Context: an optimization exercise on an open-source flow, tuned for small area and a short achievable clock period. The choices shown serve that exercise and are no tape-out recipe. The RTL was checked by simulation tests, not by an equivalence proof against the original design. Power figures rest on the tool's default switching activity, not on a simulated workload.

rev 12:
==> flow/design.v (excerpt) <==
module alu_result_stream (
  input  logic       clk,
  input  logic       reset,
  input  logic       clear,
  input  logic       wr_en,
  input  logic [7:0] wr_o,
  input  logic       wr_zr,
  input  logic       wr_ng,
  output logic       wr_full,
  output logic       overflow,
  output logic [7:0] count,
  output logic       rd_valid,
  input  logic       rd_ready,
  output logic [7:0] rd_o,
  output logic       rd_zr,
  output logic       rd_ng,
  output logic [4:0] rd_func,
  output logic [3:0] rd_opnd,
  output logic       rd_last
);
Size in the first run: about 4,000 cells after synthesis, ~1,900 flip-flops, roughly 0.069 sq mm of cells after synthesis.
make LEC_CHECK=0 CAP_MARGIN=30 CORE_MARGIN=2 CORE_UTILIZATION=70 CTS_BUF_LIST=sky130_fd_sc_hd__clkbuf_16 CTS_CLUSTER_DIAMETER=150 CTS_CLUSTER_SIZE=25 SETUP_SLACK_MARGIN=3.1 SLEW_MARGIN=30 finish   # period 5.5 ns
run.sh (not shown) runs the stock make flow with config.mk's settings and CLKGATE_MAP_FILE= SYNTH_SCRIPT=/design/flow/synth_recipe.tcl, a recipe that flattens the netlist after the stock synthesis.
## Diff of input files: rev 13 against rev 12
# rev 12
export LEC_CHECK = 0
export CAP_MARGIN = 30
export CORE_MARGIN = 2
export CORE_UTILIZATION = 70
export CTS_BUF_LIST = sky130_fd_sc_hd__clkbuf_16
export CTS_CLUSTER_DIAMETER = 150
export CTS_CLUSTER_SIZE = 25
export SETUP_SLACK_MARGIN = 3.1
export SLEW_MARGIN = 30
create_clock -name core_clock -period 5.5 [get_ports {clk}]
# rev 13
export LEC_CHECK = 0
export CAP_MARGIN = 30
export CORE_MARGIN = 2
export CORE_UTILIZATION = 70
export CTS_BUF_LIST = sky130_fd_sc_hd__clkbuf_16
export CTS_CLUSTER_DIAMETER = 150
export CTS_CLUSTER_SIZE = 30
export SETUP_SLACK_MARGIN = 3.0
export SLEW_MARGIN = 30
create_clock -name core_clock -period 5.5 [get_ports {clk}]
==> comparison <==
- Area growth from synthesis to layout (higher): rev 12
- Compare rev 13 and rev 12 | met3 wirelength from detailed routing higher: rev 12
- As of rev 13, wire length of the first global-routing pass had fallen slightly compared to rev 12.
- The first element of the critical path comes out r_rrow_b[7]$_DFFE_PN0P_ in one run and r_rrow_a[8]$_DFFE_PN0P_ in the other, namely in rev 12 and rev 13 respectively.
- As far as total placed instance area is concerned, rev 13 and rev 12 perform about the same.
- The endpoint of the worst setup timing path comes out r_head[0]$_DFFE_PN0P_ in one run and r_head[9]$_DFFE_PN0P_ in the other, namely in rev 12 and rev 13 respectively.
- On insertion delay to the later sink of the worst-skew pair, rev 13 and rev 12 are neck and neck.
- Diff rev 12 -> rev 13: non-filler instance count after layout fell about 0.6%, critical path's largest stage delay fell 30 ps, setup slack rose 37 ps, total power fell 460 uW.
- Relative to rev 12, internal portion of total power decreased by about 2% in rev 13.
- Rev 13 vs. rev 12: clock group share of total power went down by 1.1 points.

alu_result_stream again, from the RTL that the note above started with.
clock: 5.5 ns
lec_check: 0
cap_margin: 40
core_margin: 2
core_utilization: 65
cts_buf_list: sky130_fd_sc_hd__clkbuf_16
cts_cluster_diameter: 150
cts_cluster_size: 25
setup_slack_margin: 3.3
slew_margin: 40
Next try:
Settings changed: SETUP_SLACK_MARGIN 3.3 to 3.1.
Via count goes down by 0.76%. Die area does not change. Power stays flat. Cell area goes down by 1.2%. Worst hold slack degrades by 0.069 ns. Wire length goes up by 1.4%. Sequential cell count stays the same. Global-route usage goes up by 0.28 points.
Next try:
Settings changed: SETUP_SLACK_MARGIN 3.1 to 2.9.
Non-clock buffer count shrinks by 108.
Wire length shrinks by a few percent.
Sequential power hardly moves.
First-iteration DRC count grows slightly.
Global-route usage shrinks by 1.9 points.
Sequential share of layout area grows by 1.6 points.
Worst hold slack gains 0.064 ns.

red:
The RTL this note starts from:
==> flow/design.v <==
`default_nettype none
module alu_result_stream (
  input  logic       clk,
  input  logic       reset,
  input  logic       clear,
  input  logic       wr_en,
  input  logic [7:0] wr_o,
  input  logic       wr_zr,
  input  logic       wr_ng,
  output logic       wr_full,
  output logic       overflow,
  output logic [7:0] count,
  output logic       rd_valid,
  input  logic       rd_ready,
  output logic [7:0] rd_o,
  output logic       rd_zr,
  output logic       rd_ng,
  output logic [4:0] rd_func,
  output logic [3:0] rd_opnd,
  output logic       rd_last
);
  localparam int ROWS = 18;
  localparam int COLS = 10;
  localparam logic [ROWS-1:0] C_ROW0 = ~(ROWS'(1));
  localparam logic [COLS-1:0] C_COL0 = ~(COLS'(1));
  logic [9:0]      r_mem [ROWS][COLS];
  logic [ROWS-1:0] r_wrow_n;    
  logic [COLS-1:0] r_wcol_n;
  localparam int RCOPIES = 4;   
  logic [ROWS-1:0] r_rrow [RCOPIES];  
  logic [COLS-1:0] r_rcol;
  logic [7:0]      r_count;
  logic [4:0]      r_func;
  logic [3:0]      r_opnd;
  logic            r_ovf;
  logic            r_full;
  logic            r_valid;
  logic            r_last;
  logic [9:0]      r_head;      
  logic            w_acc, w_pop;
  logic [9:0]      w_din;
  logic [9:0]      w_next;      
  assign w_din  = {wr_zr, wr_ng, wr_o};
  assign w_acc  = wr_en && !r_full;
  assign w_pop  = r_valid && rd_ready;
  logic [COLS-1:0] w_wcol_n;
  assign w_wcol_n = r_wcol_n | {COLS{r_full}};
  for (genvar r = 0; r < ROWS; r++) begin : g_wr
    for (genvar c = 0; c < COLS; c++) begin : g_wc
      if (r < ROWS - 1 || c < COLS - 1) begin : g_slot
        always_ff @(posedge clk) begin
          if (!(r_wrow_n[r] || w_wcol_n[c])) begin
            r_mem[r][c] <= w_din;
          end
        end
      end
    end
  end
  logic [9:0] w_colsel [COLS];
  always_comb begin
    for (int c = 0; c < COLS; c++) begin
      w_colsel[c] = '0;
      for (int r = 0; r < ROWS; r++) begin
        if (r < ROWS - 1 || c < COLS - 1) begin
          w_colsel[c] = w_colsel[c] |
                        (r_mem[r][c] & {10{r_rrow[c * RCOPIES / COLS][r]}});
        end
      end
    end
    w_next = '0;
    for (int c = 0; c < COLS; c++) begin
      w_next = w_next | (w_colsel[c] & {10{r_rcol[c]}});
    end
  end
  logic w_wwrap, w_rwrap;
  assign w_wwrap = !r_wcol_n[COLS-1] || (!r_wrow_n[ROWS-1] && !r_wcol_n[COLS-2]);
  assign w_rwrap = r_rcol[COLS-1] || (r_rrow[0][ROWS-1] && r_rcol[COLS-2]);
  logic c_is0, c_is1, c_is179;
  assign c_is0   = !r_valid;
  assign c_is1   = (r_count == 8'd1);
  assign c_is179 = (r_count == 8'd179);
  logic i_is178, i_is179;
  assign i_is178 = (r_func == 5'd17) && (r_opnd == 4'd8);
  assign i_is179 = (r_func == 5'd17) && (r_opnd == 4'd9);
  always_ff @(posedge clk or negedge reset) begin
    if (!reset) begin
      r_wrow_n <= C_ROW0;
      r_wcol_n <= C_COL0;
      for (int k = 0; k < RCOPIES; k++) r_rrow[k] <= ROWS'(1);
      r_rcol   <= COLS'(1);
      r_count  <= 8'd0;
      r_func   <= 5'd0;
      r_opnd   <= 4'd0;
      r_ovf    <= 1'b0;
      r_full   <= 1'b0;
      r_valid  <= 1'b0;
      r_last   <= 1'b0;
      r_head   <= 10'd0;
    end else if (clear) begin
      r_wrow_n <= C_ROW0;
      r_wcol_n <= C_COL0;
      for (int k = 0; k < RCOPIES; k++) r_rrow[k] <= ROWS'(1);
      r_rcol   <= COLS'(1);
      r_count  <= 8'd0;
      r_func   <= 5'd0;
      r_opnd   <= 4'd0;
      r_ovf    <= 1'b0;
      r_full   <= 1'b0;
      r_valid  <= 1'b0;
      r_last   <= 1'b0;
      r_head   <= 10'd0;
    end else begin
      if (wr_en && r_full) begin
        r_ovf <= 1'b1;
      end
      if (w_acc && !(c_is0 || (c_is1 && w_pop))) begin
        if (w_wwrap) begin
          r_wcol_n <= C_COL0;
          r_wrow_n <= {r_wrow_n[ROWS-2:0], r_wrow_n[ROWS-1]};
        end else begin
          r_wcol_n <= {r_wcol_n[COLS-2:0], r_wcol_n[COLS-1]};
        end
      end
      if (w_pop && !c_is1) begin
        if (w_rwrap) begin
          r_rcol   <= COLS'(1);
          for (int k = 0; k < RCOPIES; k++) begin
            r_rrow[k] <= {r_rrow[k][ROWS-2:0], r_rrow[k][ROWS-1]};
          end
        end else begin
          r_rcol   <= {r_rcol[COLS-2:0], r_rcol[COLS-1]};
        end
      end
      if (w_pop) begin
        if (r_opnd == 4'd9) begin
          r_opnd <= 4'd0;
          r_func <= (r_func == 5'd17) ? 5'd0 : r_func + 5'd1;
        end else begin
          r_opnd <= r_opnd + 4'd1;
        end
      end
      case ({w_acc, w_pop})
        2'b10: begin
          r_count <= r_count + 8'd1;
          r_full  <= c_is179;
          r_valid <= 1'b1;
        end
        2'b01: begin
          r_count <= r_count - 8'd1;
          r_full  <= 1'b0;
          r_valid <= !c_is1;
        end
        default: ;
      endcase
      if (w_pop) begin
        r_last <= i_is178 && (w_acc || !c_is1);
      end else begin
        r_last <= i_is179 && (w_acc || !c_is0);
      end
      if (c_is0 || (c_is1 && w_pop)) begin
        r_head <= w_acc ? w_din : 10'd0;
      end else if (w_pop) begin
        r_head <= w_next;
      end
    end
  end
  assign wr_full  = r_full;
  assign overflow = r_ovf;
  assign count    = r_count;
  assign rd_valid = r_valid;
  assign rd_o     = r_head[7:0];
  assign rd_ng    = r_head[8];
  assign rd_zr    = r_head[9];
  assign rd_func  = r_func;
  assign rd_opnd  = r_opnd;
  assign rd_last  = r_last;
endmodule
`default_nettype wire
clock: 5.5 ns
lec_check: 0
cap_margin: 30
core_margin: 2
core_utilization: 70
cts_buf_list: sky130_fd_sc_hd__clkbuf_16
cts_cluster_diameter: 150
cts_cluster_size: 27
setup_slack_margin: 3.2
slew_margin: 30
tns_end_percent: 10
red: PASS, flow complete, no timing, DRC or antenna violations
Setup changes, red to blue
- SETUP_SLACK_MARGIN: 3.2 -> 3.0
- TNS_END_PERCENT: 10 -> unset
- GPL_ROUTABILITY_DRIVEN: unset -> 0
red has a higher share of post-route cells with drive strength above 1 than blue.
Of the two values seen for worst setup path startpoint, r_full$_DFFE_PN0P_ was produced by red and r_rrow[1][1]$_DFFE_PN0P_ by blue.
Diff red -> blue | total met2 wirelength after detailed routing | down slightly
Switching fraction of total power was higher in the run labelled blue.
Via count: red vs blue — no meaningful difference
As far as combined area of all synthesized cells goes, blue and red are indistinguishable; the numbers are identical.
Changes observed in blue relative to red: cell count has remained practically unchanged; post-route clock period utilization has increased; highest clock rate has decreased.

## run 1
RTL: the design.v shown in full above, as it stands there.
export LEC_CHECK = 0
export CAP_MARGIN = 40
export CORE_MARGIN = 2
export CORE_UTILIZATION = 65
export CTS_BUF_LIST = sky130_fd_sc_hd__clkbuf_16
export CTS_CLUSTER_DIAMETER = 150
export CTS_CLUSTER_SIZE = 25
export SETUP_SLACK_MARGIN = 3.1
export SLEW_MARGIN = 40
create_clock -name core_clock -period 5.5 [get_ports {clk}]
Relative to run 1, the following input files were edited for run 2:
- a change of CORE_UTILIZATION from 65 to 70
- a change of SLEW_MARGIN from 40 to 30
- a change of SETUP_SLACK_MARGIN from 3.1 to 3.05
- a change of CAP_MARGIN from 40 to 30
- a change of CTS_CLUSTER_SIZE from 25 to 28
Findings:
Taking run 1 as the reference point, the total power consumption of the routed design of run 2 falls by 1.7%. Diff run 1 -> run 2 | pin count of the biggest net entering global routing | decrease of 1. Between run 2 and run 1, it is run 2 whose register-to-register slack is higher, by 0.18 ns. In run 2 the net switching power turned out about 1.7% lower than in run 1. Die width went down by a few percent going from run 1 to run 2. Diff run 2 and run 1: post-layout utilization of the core lower in run 1. The met3 routed wirelength in run 1 is 0.933 times that in run 2. Against run 1, run 2 comes in 2.4% lower on number of placed instances, taps included. Internal power summed over all cells: run 2 < run 1. Run 2 vs. run 1: worst-case hold slack went up by 0.26 ns.
--- input diff run 2..run 3 ---
- changing SETUP_SLACK_MARGIN from 3.05 to 3.0
- setting TNS_END_PERCENT to 10 for the first time
- changing CTS_CLUSTER_SIZE from 28 to 27
Results
The clock-buffer cell count of run 3 is higher than that of run 2.
Arrival time of data at the critical path endpoint for run 3: 1.97 ns up relative to run 2
Layout sequential cell count came out exactly the same in run 2 and run 3.
Compared with run 2, run 3 shows setup slack lower by 0.25 ns.
Sort run 2 and run 3 by combinational logic power desc -> top: run 2
[compare] base=run 2 new=run 3: fmax fell 9.1%; final standard cell area without fillers now sits lower; global-route usage comparable; met2 layer wire length in the routed design fell 720 microns.
Looking at layer with the highest usage, the met2 result is from run 2; the met1 one comes from run 3.
Changes in run 4 relative to run 3:
- TNS_END_PERCENT no longer set, was 10
Findings:
Run 4: all stages complete, timing, DRC and antenna checks passed
Changes observed in run 4 relative to run 3: initial antenna violation count went down; total routed wirelength went up; combinational fraction of design power went up; share of cell area taken by multi-input logic gates went up.
In run 4 relative to run 3, power consumption had gone up slightly.
Of the two values seen for critical path endpoint, r_head[2] was produced by run 4 and r_head[4] by run 3.
Setup changes, run 4 to run 5
- SETUP_SLACK_MARGIN now 3.2, was 3.0
[summary]
- Run 5: flow completed, timing, DRC and antenna clean
- Run 4 and run 5 ended up with nearly the same met3 demand-to-capacity share in global routing.
- The share of the cycle needed by the critical path after routing on run 5 is in line with that on run 4.
- Status: sequential power parity (run 4, run 5)

static timing again, ports no longer ideal:
In the flow no input, the clock included, has a driving cell. The finished layouts below were timed again as built, in two steps. Step 1 sets driving cells, clkbuf_16 on the clock port and buf_2 on the other inputs (assumed; they add their load-dependent delay and slew). Step 2, shift: input delay + t, output delay - t, t = (earliest + latest rising clock arrival at the registers) / 2. This alone moves slack from input paths to output paths. a / b / c = ideal ports / drivers / drivers and shift; a / b = the first two.
| run | t (ns) | slack for setup (ns) | worst setup path at the end | worst register clock-pin slew, ns | worst slew at a driven data input, ns |
|---|---|---|---|---|---|
| rev 12 | 0.775 | 2.911 / 2.911 / 2.306 | input to register | 0.11 / 0.11 | 0.06 |
| rev 13 | 0.762 | 2.948 / 2.930 / 2.367 | input to register | 0.12 / 0.12 | 0.06 |
| the first run of note 2 | 0.770 | 2.893 / 2.893 / 2.542 | input to register | 0.11 / 0.11 | 0.07 |
| the second run of note 2 | 0.770 | 2.905 / 2.905 / 2.462 | input to register | 0.11 / 0.11 | 0.07 |
| the third run of note 2 | 0.780 | 2.858 / 2.841 / 2.209 | input to register | 0.10 / 0.10 | 0.06 |
| red | 0.770 | 2.962 / 2.891 / 2.254 | input to register | 0.11 / 0.11 | 0.13 |
| blue | 0.780 | 2.834 / 2.813 / 2.233 | input to register | 0.11 / 0.11 | 0.14 |
| run 1 | 0.778 | 2.841 / 2.841 / 2.270 | input to register | 0.11 / 0.11 | 0.18 |
| run 2 | 0.767 | 2.978 / 2.907 / 2.269 | input to register | 0.12 / 0.12 | 0.13 |
| run 3 | 0.771 | 2.727 / 2.727 / 2.050 | input to register | 0.11 / 0.11 | 0.14 |
| run 4 | 0.768 | 2.968 / 2.906 / 2.281 | input to register | 0.11 / 0.11 | 0.12 |
| run 5 | 0.763 | 2.964 / 2.906 / 2.423 | input to register | 0.12 / 0.12 | 0.13 |
After both steps setup and hold are still met in every run listed. The setup slack of run 2, which loses most, moves by -0.071 ns with the drivers and by -0.709 ns with both steps.
